Background: an optimization exercise with open tools, aiming at small area and a short achievable clock period. Do not read the settings as production practice. Function was checked by simulation only, so behaviour that the tests miss may differ from the original. The flow treats the clock pin as an ideal source, which a real chip does not have. Power is estimated from default activity; no workload was simulated.

violet:
// wallace_mult_24x24
module wallace_mult_24x24 (
  input  logic        clk,
  input  logic        rst,
  input  logic        in_valid,
  input  logic [23:0] a,
  input  logic [23:0] b,
  output logic        out_valid,
  output logic [39:0] x,
  output logic [39:0] y,
  output logic [7:0]  z
);
  logic [23:0] a1_q;
  logic [11:0] one1_q, two1_q, neg1_q;
  logic        b23_1_q;
  logic        v1, v2, v3, v4;
  logic [24:0] bx;
  logic [11:0] one_d, two_d, neg_d;
  logic [8:0]  lo_sum;
  assign bx = {b, 1'b0};
  always_comb begin
    for (int i = 0; i < 12; i++) begin
      one_d[i] = bx[2*i+1] ^ bx[2*i];
      two_d[i] = (bx[2*i+2] & ~bx[2*i+1] & ~bx[2*i]) | (~bx[2*i+2] & bx[2*i+1] & bx[2*i]);
      neg_d[i] = bx[2*i+2];
    end
  end
  always_ff @(posedge clk) begin
    a1_q    <= a;
    one1_q  <= one_d;
    two1_q  <= two_d;
    neg1_q  <= neg_d;
    b23_1_q <= b[23];
  end
  always_ff @(posedge clk) begin
    if (rst) begin
      v1 <= 1'b0; v2 <= 1'b0; v3 <= 1'b0; v4 <= 1'b0;
    end else begin
      v1 <= in_valid; v2 <= v1; v3 <= v2; v4 <= v3;
    end
  end
  assign out_valid = v4;
  logic pp1;
  logic pp2;
  logic pp3;
  logic pp4;
  logic pp5;
  logic pp6;
  logic pp7;
  logic pp8;
  logic pp9;
  logic pp10;
  logic pp11;
  logic pp12;
  logic pp13;
  logic pp14;
  logic pp15;
  logic pp16;
  logic pp17;
  logic pp18;
  logic pp19;
  logic pp20;
  logic pp21;
  logic pp22;
  logic pp23;
  logic pp24;
  logic pp25;
  logic nneg26;
  logic pp27;
  logic pp28;
  logic pp29;
  logic pp30;
  logic pp31;
  logic pp32;
  logic pp33;
  logic pp34;
  logic pp35;
  logic pp36;
  logic pp37;
  logic pp38;
  logic pp39;
  logic pp40;
  logic pp41;
  logic pp42;
  logic pp43;
  ...
Size in the first run: ~1700 cells after synthesis, roughly 420 flip-flops, roughly 22000 µm² of cells after synthesis.
==> flow/config.mk <==
export PLATFORM = sky130hd
export DESIGN_NAME = wallace_mult_24x24
export DESIGN_NICKNAME = wallace_mult_24x24
export VERILOG_FILES = /design/flow/design.v
export SDC_FILE = /design/flow/constraint.sdc
export NUM_CORES = 4
export LEC_CHECK = 0
export CAP_MARGIN = 20
export CORE_MARGIN = 2
export CORE_UTILIZATION = 60
export CTS_CLUSTER_DIAMETER = 150
export CTS_CLUSTER_SIZE = 50
export HOLD_SLACK_MARGIN = 0.05
export SETUP_SLACK_MARGIN = 2.2
export SLEW_MARGIN = 20
export SYNTH_HIERARCHICAL = 1
export SYNTH_MINIMUM_KEEP_SIZE = 0
==> flow/constraint.sdc <==
create_clock -name core_clock -period 4.0 [get_ports {clk}]
set_input_delay 0.8000 -clock core_clock [delete_from_list [all_inputs] [get_ports {clk}]]
set_output_delay 0.8000 -clock core_clock [all_outputs]
set_load 0.01 [all_outputs]
standard.sh (not shown) runs the stock make flow with config.mk's settings and CLKGATE_MAP_FILE= SYNTH_SCRIPT=/design/flow/synth_recipe.tcl, a recipe that flattens the netlist after the stock synthesis.
==> flow/flow/run.sh <==
#!/bin/bash
set -euo pipefail
K="BUFFER_PORTS_ARGS=-buffer_cell sky130_fd_sc_hd__buf_1"
EM="SETUP_SLACK_MARGIN=$(cat flow/early_margin.txt)"
bash standard.sh "$K" "$EM" cts > make_cts.log 2>&1
export SKEW_DB=$PWD/orfs/results/$FLOW_PLATFORM/wallace_mult_24x24/base/4_cts.odb
export SKEW_LIB=$FLOW_HOME/platforms/$FLOW_PLATFORM/lib/sky130_fd_sc_hd__tt_025C_1v80.lib
export SKEW_RC=$FLOW_HOME/platforms/$FLOW_PLATFORM/setRC.tcl
export SKEW_SDC=$PWD/orfs/results/$FLOW_PLATFORM/wallace_mult_24x24/base/4_cts.sdc
export SKEW_FLATTEN=$(cat flow/flatten.txt)
read SKEW_D2 SKEW_D3 < flow/skew.txt
export SKEW_D2 SKEW_D3
openroad -no_init -exit flow/skew.tcl > skew.log 2>&1
bash standard.sh "$K" finish > make_finish.log 2>&1
Other scripts of this flow, unchanged in this note and not shown: flow/flow/early_margin.txt, flow/flow/flatten.txt, flow/flow/skew.tcl, flow/flow/skew.txt
Having completed the whole flow, violet delivered a layout that passed the timing, DRC and antenna checks.
## Diff of input files: nickel against violet
Settings: swapping 150 for 100 in CTS_CLUSTER_DIAMETER; swapping 50 for 30 in CTS_CLUSTER_SIZE.
[summary]
- Cmp violet and nickel / met1 track demand over resource / lower: nickel
- As far as power consumed by combinational cells is concerned, violet and nickel perform about the same.
- The run showing the smaller sequential group share of total power is nickel.
- Compared with violet, in nickel highest cell delay on the worst timing path climbed 0.02 ns, total routing usage reported by global routing stayed essentially flat, overall power consumption went up about 2.5%, final worst-path cycle share decreased 2.0 points.
Input-level comparison between raven and nickel:
Settings: ABC_AREA: unset -> 1.
==> run summary <==
The higher routing usage on met2 came out of raven. Cell depth of the worst setup path: raven vs nickel down 1. raven: full flow OK, the timing, DRC and antenna checks passed. Relative slew slack: raven vs nickel down 4.5 points.


## run 1
Starting RTL as in the previous note.
==> flow/config.mk <==
export PLATFORM = sky130hd
export DESIGN_NAME = wallace_mult_24x24
export DESIGN_NICKNAME = wallace_mult_24x24
export VERILOG_FILES = /design/flow/design.v
export SDC_FILE = /design/flow/constraint.sdc
export NUM_CORES = 4
export LEC_CHECK = 0
export CAP_MARGIN = 20
export CORE_MARGIN = 2
export CORE_UTILIZATION = 60
export CTS_CLUSTER_DIAMETER = 100
export CTS_CLUSTER_SIZE = 30
export HOLD_SLACK_MARGIN = 0.05
export SETUP_SLACK_MARGIN = 2.2
export SLEW_MARGIN = 20
export SYNTH_HIERARCHICAL = 1
export SYNTH_MINIMUM_KEEP_SIZE = 0
==> flow/constraint.sdc <==
create_clock -name core_clock -period 4.0 [get_ports {clk}]
set_input_delay 0.8000 -clock core_clock [delete_from_list [all_inputs] [get_ports {clk}]]
set_output_delay 0.8000 -clock core_clock [all_outputs]
set_load 0.01 [all_outputs]
==> flow/flow/early_margin.txt <==
1.5
==> flow/flow/flatten.txt <==
1
==> flow/flow/skew.txt <==
0.4 0.55
Scripts as last shown in full above: flow/flow/run.sh
Other scripts of this flow, unchanged in this note and not shown: flow/flow/skew.tcl
--- input diff run 1..run 2 ---
# run 1
export LEC_CHECK = 0
export CAP_MARGIN = 20
export CORE_MARGIN = 2
export CORE_UTILIZATION = 60
export CTS_CLUSTER_DIAMETER = 100
export CTS_CLUSTER_SIZE = 30
export HOLD_SLACK_MARGIN = 0.05
export SETUP_SLACK_MARGIN = 2.2
export SLEW_MARGIN = 20
export SYNTH_HIERARCHICAL = 1
export SYNTH_MINIMUM_KEEP_SIZE = 0
create_clock -name core_clock -period 4.0 [get_ports {clk}]
# run 2
export LEC_CHECK = 0
export CAP_MARGIN = 20
export CORE_MARGIN = 2
export CORE_UTILIZATION = 60
export CTS_CLUSTER_DIAMETER = 100
export CTS_CLUSTER_SIZE = 30
export SETUP_SLACK_MARGIN = 2.15
export SLEW_MARGIN = 20
export SYNTH_HIERARCHICAL = 1
export SYNTH_MINIMUM_KEEP_SIZE = 0
create_clock -name core_clock -period 4.0 [get_ports {clk}]
--- a/flow/flow/run.sh
+++ b/flow/flow/run.sh
@@ -3,4 +3,3 @@
 K="BUFFER_PORTS_ARGS=-buffer_cell sky130_fd_sc_hd__buf_1"
-EM="SETUP_SLACK_MARGIN=$(cat flow/early_margin.txt)"
-bash standard.sh "$K" "$EM" cts > make_cts.log 2>&1
+bash standard.sh "$K" cts > make_cts.log 2>&1
 export SKEW_DB=$PWD/orfs/results/$FLOW_PLATFORM/wallace_mult_24x24/base/4_cts.odb
@@ -9,3 +8,2 @@
 export SKEW_SDC=$PWD/orfs/results/$FLOW_PLATFORM/wallace_mult_24x24/base/4_cts.sdc
-export SKEW_FLATTEN=$(cat flow/flatten.txt)
 read SKEW_D2 SKEW_D3 < flow/skew.txt
==> flow/flow/skew.txt <==
0.25 0.35
removed: flow/flow/early_margin.txt
removed: flow/flow/flatten.txt
Results
Per the final summary, run 2 finished and its layout is clean on timing, DRC and antenna.
Launching instance or port of the critical path: r2_c27_0$_DFF_P_ -> run 2, one1_q[9]$_DFF_P_ -> run 1
Delta (run 2 minus run 1): sum of internal, switching and leakage power now sits higher, number of cells after detailed placement now sits lower, met3 track demand over resource now sits higher, core occupancy in the finished layout now sits higher, post-CTS setup buffer count now sits higher.
Setup slack: run 2 less than run 1
Of run 2 and run 1, run 1 shows the lower cell leakage power, with run 2 above it.
Row total number of vias: run 2 higher / run 1 lower
Run 2 against run 1: layout cell share with drive strength beyond 1 higher, count of cells resized by post-cts repair moved up, cell area after layout +3100 sq um.
What run 3 does differently from run 2 at the input level:
# run 2
export LEC_CHECK = 0
export CAP_MARGIN = 20
export CORE_MARGIN = 2
export CORE_UTILIZATION = 60
export CTS_CLUSTER_DIAMETER = 100
export CTS_CLUSTER_SIZE = 30
export SETUP_SLACK_MARGIN = 2.15
export SLEW_MARGIN = 20
export SYNTH_HIERARCHICAL = 1
export SYNTH_MINIMUM_KEEP_SIZE = 0
create_clock -name core_clock -period 4.0 [get_ports {clk}]
# run 3
export LEC_CHECK = 0
export CAP_MARGIN = 20
export CORE_MARGIN = 2
export CORE_UTILIZATION = 60
export CTS_CLUSTER_DIAMETER = 100
export CTS_CLUSTER_SIZE = 30
export HOLD_SLACK_MARGIN = 0.05
export SETUP_SLACK_MARGIN = 2.2
export SLEW_MARGIN = 20
export SYNTH_HIERARCHICAL = 1
export SYNTH_MINIMUM_KEEP_SIZE = 0
create_clock -name core_clock -period 4.0 [get_ports {clk}]
--- a/flow/flow/run.sh
+++ b/flow/flow/run.sh
@@ -3,3 +3,4 @@
 K="BUFFER_PORTS_ARGS=-buffer_cell sky130_fd_sc_hd__buf_1"
-bash standard.sh "$K" cts > make_cts.log 2>&1
+EM="SETUP_SLACK_MARGIN=$(cat flow/early_margin.txt)"
+bash standard.sh "$K" "$EM" cts > make_cts.log 2>&1
 export SKEW_DB=$PWD/orfs/results/$FLOW_PLATFORM/wallace_mult_24x24/base/4_cts.odb
@@ -8,2 +9,3 @@
 export SKEW_SDC=$PWD/orfs/results/$FLOW_PLATFORM/wallace_mult_24x24/base/4_cts.sdc
+export SKEW_FLATTEN=$(cat flow/flatten.txt)
 read SKEW_D2 SKEW_D3 < flow/skew.txt
==> flow/flow/early_margin.txt (new file) <==
1.8
==> flow/flow/flatten.txt (new file) <==
1
==> flow/flow/skew.txt <==
0.4 0.55
Notes after the runs:
[compare] base=run 2 new=run 3: starting DRC count in detailed routing fell by 398; first-pass GRT wire length fell by about 15%; post-place setup slack fell by 0.076 ns; minimum period implied by the final worst setup slack fell by 0.17 ns; clock insertion delay at the later pin of the skew report rose by 0.20 ns. Power density over the cells is lower on run 2. Taking run 2 over run 3, the combinational power ratio works out to 1.14. On estimated wirelength of the detail-placed design, run 3 and run 2 are basically level. Global-route usage in run 3 is 5.8 points lower than in run 2. Run 3 falls short of run 2 in clock power. [run 3] synthesis-to-finish area growth fell 14 points relative to run 2. Run 3 completed end to end with timing, DRC and antenna clean. Every stage of the flow completed for run 2, and the final layout passed the timing, DRC and antenna checks.
What run 4 does differently from run 3 at the input level:
# run 3
export LEC_CHECK = 0
export CAP_MARGIN = 20
export CORE_MARGIN = 2
export CORE_UTILIZATION = 60
export CTS_CLUSTER_DIAMETER = 100
export CTS_CLUSTER_SIZE = 30
export HOLD_SLACK_MARGIN = 0.05
export SETUP_SLACK_MARGIN = 2.2
export SLEW_MARGIN = 20
export SYNTH_HIERARCHICAL = 1
export SYNTH_MINIMUM_KEEP_SIZE = 0
create_clock -name core_clock -period 4.0 [get_ports {clk}]
# run 4
export LEC_CHECK = 0
export CAP_MARGIN = 20
export CORE_MARGIN = 2
export CORE_UTILIZATION = 70
export CTS_CLUSTER_DIAMETER = 100
export CTS_CLUSTER_SIZE = 30
export HOLD_SLACK_MARGIN = 0.05
export SETUP_SLACK_MARGIN = 2.2
export SLEW_MARGIN = 20
export SYNTH_HIERARCHICAL = 1
export SYNTH_MINIMUM_KEEP_SIZE = 0
create_clock -name core_clock -period 4.0 [get_ports {clk}]
==> run summary <==
- Run 4 went all the way through synthesis, placement and routing and the layout is clean on timing, DRC and antenna.
- Run 3 went all the way through synthesis, placement and routing and the layout is clean on timing, DRC and antenna.
- Summary of run 4 over run 3: die extent in y lower, setup slack after layout lower, routed wire length lower.

-- port drivers added, routing unchanged --
The results above use ideal ports. As a check the final layouts listed here were re-extracted and re-timed, cells and wires unchanged. Step 1 sets driving cells, clkbuf_16 on the clock port and buf_2 on the other inputs (assumed; they add their load-dependent delay and slew). Step 2, shift: input delay + t, output delay - t, t = (earliest + latest rising clock arrival at the registers) / 2. This alone moves slack from input paths to output paths. a / b / c = ideal / step 1 / step 2; a / b = the first two.
run | t, ns | slack for setup (ns) | clock arrival spread, ns | worst slew at a driven data input, ns | pins driven straight from the clock port
violet | 0.827 | 2.080 / 2.080 / 2.080 | 0.600 / 0.599 | 0.07 | 1
nickel | 0.857 | 2.159 / 2.159 / 2.159 | 0.637 / 0.637 | 0.06 | 1
raven | 0.887 | 2.203 / 2.161 / 2.156 | 0.675 / 0.676 | 0.06 | 1
run 1 | 0.883 | 2.203 / 2.163 / 2.203 | 0.677 / 0.678 | 0.06 | 1
run 2 | 0.784 | 2.023 / 2.023 / 2.023 | 0.477 / 0.477 | 0.06 | 1
run 3 | 0.885 | 2.196 / 2.162 / 2.196 | 0.688 / 0.689 | 0.06 | 1
run 4 | 0.891 | 2.191 / 2.165 / 2.191 | 0.697 / 0.697 | 0.06 | 1
Clock arrivals are far apart in every run listed, so t is only a midpoint there and step 2 fits no single register. The setup slack of raven, which loses most, moves by -0.042 ns with the drivers and by -0.047 ns with both steps.
